Source: an optimization exercise on an open RTL-to-GDS flow (aim: small area, a short achievable clock period and few clock cycles per item). Production flows keep margins and buffers that such runs may drop.
At most, simulation tests tie the RTL to the original design; equivalence was not proved.

Design complex_div, start of the top module:
module complex_div #(
  parameter int data_in_w  = 8,
  parameter int data_out_w = 16,
  parameter int frac_w     = 8
) (
  input  logic                         clk,
  input  logic                         reset_n,
  input  logic signed [data_in_w-1:0]  a_real,
  input  logic signed [data_in_w-1:0]  a_imag,
  input  logic signed [data_in_w-1:0]  b_real,
  input  logic signed [data_in_w-1:0]  b_imag,
  input  logic                         in_valid,
  output logic                         in_ready,
  output logic signed [data_out_w-1:0] out_real,
  output logic signed [data_out_w-1:0] out_imag,
  output logic                         out_valid,
  input  logic                         out_ready,
  output logic                         div_zero,
  output logic                         sat
);
For scale: about 5,600 cells after synthesis, roughly 72 I/O pins.
==> flow/config.mk <==
export PLATFORM = sky130hd
export DESIGN_NAME = complex_div
export DESIGN_NICKNAME = complex_div
export VERILOG_FILES = /design/flow/design.v
export SDC_FILE = /design/flow/constraint.sdc
export NUM_CORES = 4
export LEC_CHECK = 0
export CAP_MARGIN = 20
export CORE_MARGIN = 2
export CORE_UTILIZATION = 40
export SLEW_MARGIN = 20
==> flow/constraint.sdc <==
create_clock -name core_clock -period 7.0 [get_ports {clk}]
set_input_delay 1.4000 -clock core_clock [delete_from_list [all_inputs] [get_ports {clk}]]
set_output_delay 1.4000 -clock core_clock [all_outputs]
set_load 0.01 [all_outputs]
run.sh (not shown) runs the stock make flow with config.mk's settings and CLKGATE_MAP_FILE= SYNTH_SCRIPT=/design/flow/synth_recipe.tcl, a recipe that flattens the netlist after the stock synthesis.
The starting point went through all stages and came out clean.
Testbench counts at the start, summed over its fixed seeds: cycles 3,368, items 3,200.
Edit:
--- a/flow/design.v
+++ b/flow/design.v
@@ -626,15 +626,15 @@
   output logic                         out_valid,
   input  logic                         out_ready,
   output logic                         div_zero,
   output logic                         sat
 );
   localparam int NS = 16;    
   localparam int DW = 16;    
-  localparam int SPS = 1;    
+  localparam int SPS = 2;    
   localparam int NT = NS / SPS;  
   logic          adv;                
   logic [NT+3:0] vld;                
   logic          kv;                 
   logic          push, pop, o_free;
   assign in_ready = adv;
   logic [7:0] ar0, ai0, br0, bi0;
After rerunning: The changed run finished with timing, DRC and antenna clean. Count of clock-buffer cells in the layout came out lower by 76. Final cell count went down by 13%. Die area falls by 21%. Clock skew increases by 0.0094 ns. Register-to-register slack got worse by 2.0 ns. Sequential cell count went down by 536. Utilization shrinks by 0.48 points. Via count came out lower by 8.5%. Wire length decreases by 4.6%.
Function not checked in the second run of this note: the RTL went through the layout flow alone.

========
Setup of before:
Starting RTL as in the previous note.
Settings: LEC_CHECK=0, CAP_MARGIN=20, CORE_MARGIN=2, CORE_UTILIZATION=40, SETUP_SLACK_MARGIN=3.8, SLEW_MARGIN=20; clock period 7.0 ns.
before | stages: all done | timing, DRC, antenna: all pass
Testbench counts of before, summed over its fixed seeds: cycles 3,368, items 3,200.
For after, these inputs were changed with respect to before:
--- a/flow/design.v
+++ b/flow/design.v
@@ -685,44 +685,35 @@
       dz1   <= (br0 == 8'd0) && (bi0 == 8'd0);
     end
   end
   logic [NS:0][14:0] rem_r, rem_i;    
   logic [NS:0][15:0] dq_r, dq_i;      
   logic [NS:0][15:0] den;
   logic [NS:0]       ng_r, ng_i, dz;
-  function automatic logic [16:0] mag3(input logic [16:0] x, input logic [16:0] y, input logic [16:0] z);
-    logic [16:0] p, n;
-    p    = x + y + z;
-    n    = ~x + ~y + ~z + 17'd3;
-    mag3 = {p[16], p[16] ? n[15:0] : p[15:0]};
-  endfunction
-  logic [15:0] nm_r_c, nm_i_c, d_c;
-  logic        ng_r_c, ng_i_c;
-  assign {ng_r_c, nm_r_c} = mag3(nr_x1, nr_y1, nr_z1);
-  assign {ng_i_c, nm_i_c} = mag3(ni_x1, ni_y1, ni_z1);
-  assign d_c = d_x1 + d_y1 + d_z1;
-  logic [15:0] nm_r2, nm_i2, d2;
-  logic        ng_r2, ng_i2, dz2;
+  logic [16:0] nr2, ni2;
+  logic [15:0] d2;
+  logic        dz2;
   always_ff @(posedge clk) begin
     if (adv) begin
-      nm_r2 <= nm_r_c;
-      nm_i2 <= nm_i_c;
-      d2    <= d_c;
-      ng_r2 <= ng_r_c;
-      ng_i2 <= ng_i_c;
-      dz2   <= dz1;
+      nr2 <= nr_x1 + nr_y1 + nr_z1;
+      ni2 <= ni_x1 + ni_y1 + ni_z1;
+      d2  <= d_x1 + d_y1 + d_z1;
+      dz2 <= dz1;
     end
   end
+  logic [15:0] nm_r2, nm_i2;
+  assign nm_r2 = nr2[16] ? 16'(-nr2) : nr2[15:0];
+  assign nm_i2 = ni2[16] ? 16'(-ni2) : ni2[15:0];
   assign rem_r[0] = 15'(nm_r2[15:8]);
   assign rem_i[0] = 15'(nm_i2[15:8]);
   assign dq_r[0]  = {nm_r2[7:0], 8'b0};
   assign dq_i[0]  = {nm_i2[7:0], 8'b0};
   assign den[0]   = d2;
-  assign ng_r[0]  = ng_r2;
-  assign ng_i[0]  = ng_i2;
+  assign ng_r[0]  = nr2[16];
+  assign ng_i[0]  = ni2[16];
   assign dz[0]    = dz2;
   for (genvar j = 1; j <= NS; j++) begin : g_step
     localparam int WI = (8 + j - 1 < 15) ? 8 + j - 1 : 15;    
     localparam int WO = (8 + j < 15) ? 8 + j : 15;            
     localparam int XQ = (j < 8) ? 8 : j;                       
     localparam bit REG = (j % SPS == 0) || (j == NS);
     logic [WO-1:0] nrem_r, nrem_i;
Notes after the runs:
after finished every stage and its layout cleared the timing, DRC and antenna checks. Compared with before, after shows a lower multi-input logic cell count. Worst-case setup slack after placement: after < before. Relative to before, final-stage net count decreased by 247 in after. Comparing clock period minus final worst setup slack for after and before, the bigger number came from after. Compared with before, after shows a routed wire length that is about 1% higher. Utilization for after is lower than for before. Diff before -> after | synthesized area | decrease of 1500 sq um. Compared with before, after shows a final instance area that is 2900 sq um lower. after vs before on worst path setup slack after routing: after is the lower one.
For after, only the layout was checked, not whether the RTL still works.

afterwards: timing with drivers on the ports:
Ports are ideal in the flow. The routed layouts listed here were re-timed in OpenROAD.
Step 1 sets driving cells, clkbuf_16 on the clock port and buf_2 on the other inputs (assumed; they add their load-dependent delay and slew).
Step 2 times the ports against the registers' clock, not the clock port: input delays grow and output delays shrink by t, the midpoint of the rising clock arrivals with the driver on.
a / b / c = ideal / step 1 / step 2; a / b = the first two.
run | t, ns | setup slack, ns | worst setup path at the end | latest minus earliest clock arrival (ns)
the first run of note 1 | 0.851 | 2.976 / 2.976 / 2.976 | register to register | 0.037 / 0.037
the second run of note 1 | 0.779 | 1.017 / 1.017 / 1.017 | register to register | 0.042 / 0.042
before | 0.859 | 3.542 / 3.542 / 3.542 | register to register | 0.043 / 0.043
after | 0.847 | 3.089 / 3.089 / 3.089 | register to register | 0.040 / 0.040
After both steps every run listed still meets setup and hold.
